Context: an optimization exercise on an open-source flow, tuned for small area, a short achievable clock period and few clock cycles per item. The choices shown serve that exercise and are no tape-out recipe. The RTL was checked by simulation tests, not by an equivalence proof against the original design. Power is estimated from default activity; no workload was simulated.

==> run a <==
==> flow/design.v <==
package kced_pkg;
  localparam int EV_W      = 7;
  localparam int PIN_CNT   = 4;
  localparam int KEY_IDX_W = 2;
  localparam int CD_W      = 16;
  localparam int SP_W      = 8;
  localparam int CFG_IDX_W = 2;
  localparam int CFG_W     = 16;
  localparam int EV_HOLD   = 0;
  localparam int EV_DOWN   = 1;
  localparam int EV_UP     = 2;
  localparam int EV_SINGLE = 3;
  localparam int EV_DOUBLE = 4;
  localparam int EV_LONG   = 5;
  localparam int EV_REPEAT = 6;
  localparam logic [SP_W-1:0] SAMPLE_PERIOD_RST   = 8'd20;
  localparam logic [CD_W-1:0] DOUBLE_WINDOW_RST   = 16'd200;
  localparam logic [CD_W-1:0] LONG_TIME_RST       = 16'd2000;
  localparam logic [CD_W-1:0] REPEAT_INTERVAL_RST = 16'd100;
endpackage
import kced_pkg::*;
module kced_key #(
  parameter int KEY = 0
) (
  input  logic                 clk,
  input  logic                 rst_n,
  input  logic [CD_W-1:0]      double_window,
  input  logic [CD_W-1:0]      long_time,
  input  logic [CD_W-1:0]      repeat_interval,
  input  logic                 lt_le1,    
  input  logic                 dw_le1,    
  input  logic                 ri_le1,    
  input  logic                 sample_nxt,  
  input  logic                 is_check,  
  input  logic                 in_valid,  
  input  logic                 ready,     
  input  logic [1:0]           key,       
  input  logic [EV_W-1:0]      mask,
  input  logic                 pressed,
  output logic [EV_W-1:0]      ev_item,   
  output logic                 hit        
);
  localparam logic [2:0] MODE_IDLE      = 3'b000;
  localparam logic [2:0] MODE_DBL_WAIT  = 3'b001;
  localparam logic [2:0] MODE_PRESSED   = 3'b100;
  localparam logic [2:0] MODE_AFTER_DBL = 3'b101;
  localparam logic [2:0] MODE_REPEAT    = 3'b110;
  logic [2:0]      mode_r, mode_nxt, mode_t1, mode_t0;
  logic [CD_W-1:0] cd_r, cd_nxt, cd_dec;
  logic [EV_W-1:0] ev_r, ev_nxt, ev_set, ev_tick, clr;
  logic            zero_r, zero_nxt, dec_le1;
  logic            tick, update;
  logic            sample;
  logic            last, nonzero;
  logic            st_idle, st_dbl, st_prs, st_aft, st_rpt;
  logic            lt1, ri1, lt0, dw0;
  logic            s_lt, s_dw, s_ri, s_dec, s_hold;
  assign tick   = in_valid && ready && !is_check;
  assign update = in_valid && ready && (!is_check || (key == 2'(KEY)));
  assign clr = {mask[EV_W-1:1], mask[0] && (mask[EV_W-1:1] != '0)};
  assign last    = mode_r[2];
  assign st_idle = (mode_r == MODE_IDLE);
  assign st_dbl  = (mode_r == MODE_DBL_WAIT);
  assign st_prs  = (mode_r == MODE_PRESSED);
  assign st_aft  = (mode_r == MODE_AFTER_DBL);
  assign st_rpt  = (mode_r == MODE_REPEAT);
  assign nonzero = !(zero_r && !cd_r[0]);
  assign dec_le1 = (cd_r[CD_W-1:2] == '0) && !(cd_r[1] && cd_r[0]);
  assign cd_dec[0] = cd_r[0] ^ nonzero;
  for (genvar i = 1; i < CD_W; i++) begin : g_dec
    assign cd_dec[i] = cd_r[i] ^ (nonzero && (cd_r[i-1:0] == '0));
  end
  assign lt1 = sample && st_idle;
  assign ri1 = sample && zero_r && (st_prs || st_rpt);
  assign lt0 = sample && st_idle;
  assign dw0 = sample && st_prs;
  assign ev_set[EV_HOLD]   = 1'b0;                              
  assign ev_set[EV_DOWN]   = sample && !last;                   
  assign ev_set[EV_UP]     = sample && last;                    
  assign ev_set[EV_SINGLE] = sample && st_dbl && zero_r;        
  assign ev_set[EV_DOUBLE] = sample && st_dbl;                  
  assign ev_set[EV_LONG]   = sample && st_prs && zero_r;        
  assign ev_set[EV_REPEAT] = sample && st_rpt && zero_r;        
  always_comb begin
    mode_t1 = mode_r;
    mode_t0 = mode_r;
    if (sample) begin
      if (st_idle) mode_t1 = MODE_PRESSED;
      else if (st_prs && zero_r) mode_t1 = MODE_REPEAT;
      else if (st_dbl) mode_t1 = MODE_AFTER_DBL;
      if (st_prs) mode_t0 = MODE_DBL_WAIT;
      else if ((st_dbl && zero_r) || st_aft || st_rpt) mode_t0 = MODE_IDLE;
    end
  end
  assign ev_tick[EV_HOLD]   = sample ? pressed : ev_r[EV_HOLD];
  assign ev_tick[EV_DOWN]   = ev_r[EV_DOWN]   || (pressed && ev_set[EV_DOWN]);
  assign ev_tick[EV_UP]     = ev_r[EV_UP]     || (!pressed && ev_set[EV_UP]);
  assign ev_tick[EV_SINGLE] = ev_r[EV_SINGLE] || (!pressed && ev_set[EV_SINGLE]);
  assign ev_tick[EV_DOUBLE] = ev_r[EV_DOUBLE] || (pressed && ev_set[EV_DOUBLE]);
  assign ev_tick[EV_LONG]   = ev_r[EV_LONG]   || (pressed && ev_set[EV_LONG]);
  assign ev_tick[EV_REPEAT] = ev_r[EV_REPEAT] || (pressed && ev_set[EV_REPEAT]);
  assign ev_item = is_check ? (ev_r & ~clr) : ev_tick;
  assign hit     = ((ev_r & mask) != '0);
  assign ev_nxt  = {EV_W{rst_n}} & (update ? ev_item : ev_r);
  assign mode_nxt = {3{rst_n}} & (tick ? (pressed ? mode_t1 : mode_t0) : mode_r);
  assign s_lt   = rst_n && tick && (pressed ? lt1 : lt0);
  assign s_dw   = rst_n && tick && !pressed && dw0;
  assign s_ri   = rst_n && tick && pressed && ri1;
  assign s_dec  = rst_n && tick && !(pressed ? (lt1 || ri1) : (lt0 || dw0));
  assign s_hold = rst_n && !tick;
  assign cd_nxt = ({CD_W{s_lt}} & long_time) | ({CD_W{s_dw}} & double_window)
                | ({CD_W{s_ri}} & repeat_interval)
                | ({CD_W{s_dec}} & cd_dec) | ({CD_W{s_hold}} & cd_r);
  assign zero_nxt = !rst_n || (s_lt && lt_le1) || (s_dw && dw_le1) || (s_ri && ri_le1)
                  || (s_dec && dec_le1) || (s_hold && zero_r);
  always_ff @(posedge clk) begin
    sample <= sample_nxt;
  end
  always_ff @(posedge clk) begin
    zero_r <= zero_nxt;
    mode_r <= mode_nxt;
    cd_r   <= cd_nxt;
    ev_r   <= ev_nxt;
  end
endmodule
import kced_pkg::*;
module key_click_event_detector (
  input  logic                 clk,
  input  logic                 rst_n,
  input  logic                 in_tvalid,
  output logic                 in_tready,
  input  logic [15:0]          in_tdata,
  input  logic                 in_tuser,
  output logic                 out_tvalid,
  input  logic                 out_tready,
  output logic [7:0]           out_tdata,
  input  logic                 cfg_we,
  input  logic [CFG_IDX_W-1:0] cfg_addr,
  input  logic [CFG_W-1:0]     cfg_wdata
);
  logic [SP_W-1:0] sp_m2_r;
  logic            sp_le1_r;
  logic [CD_W-1:0] double_window_r, long_time_r, repeat_interval_r;
  logic            sp_we;
  assign sp_we = cfg_we && (cfg_addr == 2'd0);
  always_ff @(posedge clk) begin
    if (!rst_n) begin
      sp_m2_r           <= SAMPLE_PERIOD_RST - SP_W'(2);
      sp_le1_r          <= 1'b0;
      double_window_r   <= DOUBLE_WINDOW_RST;
      long_time_r       <= LONG_TIME_RST;
      repeat_interval_r <= REPEAT_INTERVAL_RST;
    end else if (cfg_we) begin
      case (cfg_addr)
        2'd0: begin
          sp_m2_r  <= cfg_wdata[SP_W-1:0] - SP_W'(2);
          sp_le1_r <= (cfg_wdata[SP_W-1:0] <= SP_W'(1));
        end
        2'd1: double_window_r   <= cfg_wdata;
        2'd2: long_time_r       <= cfg_wdata;
        default: repeat_interval_r <= cfg_wdata;
      endcase
    end
  end
  logic lt_le1, dw_le1, ri_le1;
  assign lt_le1 = (long_time_r[CD_W-1:1] == '0);
  assign dw_le1 = (double_window_r[CD_W-1:1] == '0);
  assign ri_le1 = (repeat_interval_r[CD_W-1:1] == '0);
  logic out_valid_r, spare_valid_r, in_ready_r;
  logic fire, tick;
  assign in_tready = in_ready_r;
  assign fire      = in_tvalid && !spare_valid_r;
  assign tick      = fire && !in_tuser;
  logic [SP_W-1:0] div_r, div_nxt;
  logic            sample_r, sample_nxt, sample_d;
  logic            do_sample;
  assign do_sample = sample_r;
  assign div_nxt   = !tick ? div_r : (sample_r ? '0 : div_r + SP_W'(1));
  kced_div u_div (
    .sp_we      (sp_we),
    .sp_wdata   (cfg_wdata[SP_W-1:0]),
    .sp_m2      (sp_m2_r),
    .sp_le1     (sp_le1_r),
    .div        (div_r),
    .tick       (tick),
    .sample     (sample_r),
    .sample_nxt (sample_nxt)
  );
  assign sample_d = rst_n ? sample_nxt : (SP_W'(1) >= SAMPLE_PERIOD_RST);
  always_ff @(posedge clk) begin
    sample_r <= sample_d;
  end
  always_ff @(posedge clk) begin
    if (!rst_n) begin
      div_r    <= '0;
    end else begin
      div_r    <= div_nxt;
    end
  end
  logic [1:0]         key;
  logic [EV_W-1:0]    mask;
  logic [EV_W-1:0]    ev_item [PIN_CNT];
  logic [PIN_CNT-1:0] hit;
  assign key  = in_tdata[5:4];
  assign mask = in_tdata[12:6];
  for (genvar k = 0; k < PIN_CNT; k++) begin : g_key
    kced_key #(.KEY(k)) u_key (
      .clk             (clk),
      .rst_n           (rst_n),
      .double_window   (double_window_r),
      .long_time       (long_time_r),
      .repeat_interval (repeat_interval_r),
      .lt_le1          (lt_le1),
      .dw_le1          (dw_le1),
      .ri_le1          (ri_le1),
      .sample_nxt      (sample_d),
      .is_check        (in_tuser),
      .in_valid        (in_tvalid),
      .ready           (!spare_valid_r),
      .key             (key),
      .mask            (mask),
      .pressed         (~in_tdata[k]),
      .ev_item         (ev_item[k]),
      .hit             (hit[k])
    );
  end
  logic [7:0] result;
  assign result = {ev_item[key], in_tuser && hit[key]};
  logic [7:0] out_data_r, spare_data_r;
  always_ff @(posedge clk) begin
    if (!rst_n) begin
      out_valid_r   <= 1'b0;
      spare_valid_r <= 1'b0;
      in_ready_r    <= 1'b1;
    end else begin
      if (!out_valid_r || out_tready) begin
        out_valid_r <= spare_valid_r || fire;
      end
      if (spare_valid_r) begin
        spare_valid_r <= !out_tready;
        in_ready_r    <= out_tready;
      end else begin
        spare_valid_r <= fire && out_valid_r && !out_tready;
        in_ready_r    <= !(fire && out_valid_r && !out_tready);
      end
    end
  end
  always_ff @(posedge clk) begin
    if (!out_valid_r || out_tready) begin
      out_data_r <= spare_valid_r ? spare_data_r : result;
    end
    if (!spare_valid_r) begin
      spare_data_r <= result;
    end
  end
  assign out_tvalid = out_valid_r;
  assign out_tdata  = out_data_r;
endmodule
module kced_div (
  input  logic            sp_we,
  input  logic [SP_W-1:0] sp_wdata,
  input  logic [SP_W-1:0] sp_m2,
  input  logic            sp_le1,
  input  logic [SP_W-1:0] div,
  input  logic            tick,
  input  logic            sample,
  output logic            sample_nxt
);
  logic tick_sample;   
  assign tick_sample = sample ? sp_le1 : (div == sp_m2);
  always_comb begin
    if (sp_we) begin
      sample_nxt = ({1'b0, div} + (SP_W+1)'(1) >= {1'b0, sp_wdata});
    end else if (tick) begin
      sample_nxt = tick_sample;
    end else begin
      sample_nxt = sample;
    end
  end
endmodule
==> flow/flow/run.sh <==
#!/bin/bash
# Layout flow: the standard flow (standard.sh), with one change to
# synthesis: Yosys's abc pass maps the logic with flow/abc.script, one area-recovering
# mapping pass (&nf with 20% delay relaxation), instead of ORFS's speed script. Everything
# else in synthesis (registers, flattening, renaming) is synth_recipe.tcl as is,
# and placement, clock tree and routing are the standard ORFS steps.
set -euo pipefail
W="$PWD"

# Synthesis script: route every abc call to flow/abc.script, then run
# the standard flow's own synthesis script unchanged.
cat > "$W/abc_synth.tcl" <<EOT
proc abc {args} {
  set i [lsearch \$args -script]
  if {\$i >= 0} { lset args [expr {\$i + 1}] {$W/flow/abc.script} }
  yosys abc {*}\$args
}
source {$W/synth_recipe.tcl}
EOT

bash "$W/standard.sh" "SYNTH_SCRIPT=$W/abc_synth.tcl" finish > "$W/make_finish.log" 2>&1
==> flow/flow/abc.script <==
&get -n
&st
&dch
&nf -R 20
&put
==> flow/standard.sh <==
#!/bin/bash
# synth_recipe.tcl (not shown) runs the flow's synth.tcl, then flattens the netlist and writes it again
# the make line also repeats each setting of config.mk as NAME=value (left out here)
make -C /OpenROAD-flow-scripts/flow DESIGN_CONFIG=/design/flow/config.mk WORK_HOME=/design/flow/orfs CLKGATE_MAP_FILE= SYNTH_SCRIPT=/design/flow/synth_recipe.tcl "${@:-finish}"
==> flow/config.mk <==
export PLATFORM = sky130hd
export DESIGN_NAME = key_click_event_detector
export DESIGN_NICKNAME = key_click_event_detector
export VERILOG_FILES = /design/flow/design.v
export SDC_FILE = /design/flow/constraint.sdc
export NUM_CORES = 4
export LEC_CHECK = 0
export CAP_MARGIN = 20
export CORE_MARGIN = 2
export CORE_UTILIZATION = 60
export CTS_BUF_LIST = sky130_fd_sc_hd__clkbuf_8
export SETUP_SLACK_MARGIN = 3
export SLEW_MARGIN = 20
export SYNTH_HIERARCHICAL = 1
==> flow/constraint.sdc <==
create_clock -name core_clock -period 5.0 [get_ports {clk}]
set_input_delay 1.0000 -clock core_clock [delete_from_list [all_inputs] [get_ports {clk}]]
set_output_delay 1.0000 -clock core_clock [all_outputs]
set_load 0.01 [all_outputs]
==> inputs of run b, as changes to run a <==
--- a/flow/design.v
+++ b/flow/design.v
@@ -32,3 +32,3 @@
   input  logic                 ri_le1,    
-  input  logic                 sample_nxt,  
+  input  logic                 sample,    
   input  logic                 is_check,  
@@ -52,3 +52,2 @@
   logic            tick, update;
-  logic            sample;
   logic            last, nonzero;
@@ -116,5 +115,2 @@
   always_ff @(posedge clk) begin
-    sample <= sample_nxt;
-  end
-  always_ff @(posedge clk) begin
     zero_r <= zero_nxt;
@@ -174,3 +170,3 @@
   logic [SP_W-1:0] div_r, div_nxt;
-  logic            sample_r, sample_nxt, sample_d;
+  logic            sample_r, sample_nxt;
   logic            do_sample;
@@ -188,6 +184,2 @@
   );
-  assign sample_d = rst_n ? sample_nxt : (SP_W'(1) >= SAMPLE_PERIOD_RST);
-  always_ff @(posedge clk) begin
-    sample_r <= sample_d;
-  end
   always_ff @(posedge clk) begin
@@ -195,4 +187,6 @@
       div_r    <= '0;
+      sample_r <= (SP_W'(1) >= SAMPLE_PERIOD_RST);
     end else begin
       div_r    <= div_nxt;
+      sample_r <= sample_nxt;
     end
@@ -215,3 +209,3 @@
       .ri_le1          (ri_le1),
-      .sample_nxt      (sample_d),
+      .sample          (do_sample),
       .is_check        (in_tuser),
==> flow/run.sh (new file) <==
#!/bin/bash
# synth_recipe.tcl (not shown) runs the flow's synth.tcl, then flattens the netlist and writes it again
# the make line also repeats each setting of config.mk as NAME=value (left out here)
make -C /OpenROAD-flow-scripts/flow DESIGN_CONFIG=/design/flow/config.mk WORK_HOME=/design/flow/orfs CLKGATE_MAP_FILE= SYNTH_SCRIPT=/design/flow/synth_recipe.tcl finish
--- a/flow/config.mk
+++ b/flow/config.mk
@@ -9,4 +9,3 @@
 export CORE_MARGIN = 2
-export CORE_UTILIZATION = 60
-export CTS_BUF_LIST = sky130_fd_sc_hd__clkbuf_8
+export CORE_UTILIZATION = 40
 export SETUP_SLACK_MARGIN = 3
removed: flow/flow/run.sh
removed: flow/flow/abc.script
removed: flow/standard.sh
==> notes.md <==
- Run b finished with timing, DRC and antenna clean. Run a produced a clean layout.
- Critical path depth is the same in run a and run b.
- Via count: run b is larger than run a (about 3%).
- Against run b, the wire length of run a is smaller by about 12%.
- Against run b, the combinational power of run a is lower by 13%.
==> figures <==
Outcome: run a timing/DRC/antenna clean; run b timing/DRC/antenna clean
Tightest Pin Transition: run a 0.6129 ns; run b 0.6501 ns
Total design power: run a 3.383 mW; run b 3.849 mW
Area used by multi-input combinational logic: run a 6778 um2; run b 7641 um2
Tapcells: run a 220; run b 384
Die Y: run a 134.0 um; run b 175.2 um
Compound-gate portion of the synthesized area: run a 22.78%; run b 29.05%
Global routing met1 resource utilization: run a 51.39%; run b 35.82%
Layout non-clock buf frac: run a 10.53%; run b 9.913%
Capturing element of the worst setup path: run a out_data_r[4]$_DFFE_PP_; run b out_data_r[1]$_DFFE_PP_
Testbench counts of run a, summed over its fixed seeds: cycles 24,008, items 24,000.
Testbench counts of run b, summed over its fixed seeds: cycles 24,008, items 24,000.

-- separate check: timing with driven ports --
The results above use ideal ports. As a check the final layouts listed here were re-extracted and re-timed, cells and wires unchanged.
Step 1: set_driving_cell puts a clkbuf_16 on clk and a buf_2 on each other input, an assumption about the parent block.
Step 2 adds t to the input delays and takes it off the output delays; t is the mean of the earliest and latest rising clock arrival at the registers after step 1. Input paths then give back, and output paths get back, about the clock's delay inside the block.
Slacks: ideal ports / drivers / drivers and shift; pairs: ideal ports / drivers.
| run | t (ns) | setup WS [ns] | worst slew at a driven data input, ns |
|---|---|---|---|
| run a | 0.529 | 2.921 / 2.875 / 2.346 | 0.14 |
| run b | 0.491 | 2.861 / 2.867 / 2.376 | 0.20 |
After both steps every run listed still meets setup and hold. For run a, which loses most, drivers alone change the setup slack by -0.046 ns; drivers and shift together by -0.575 ns.
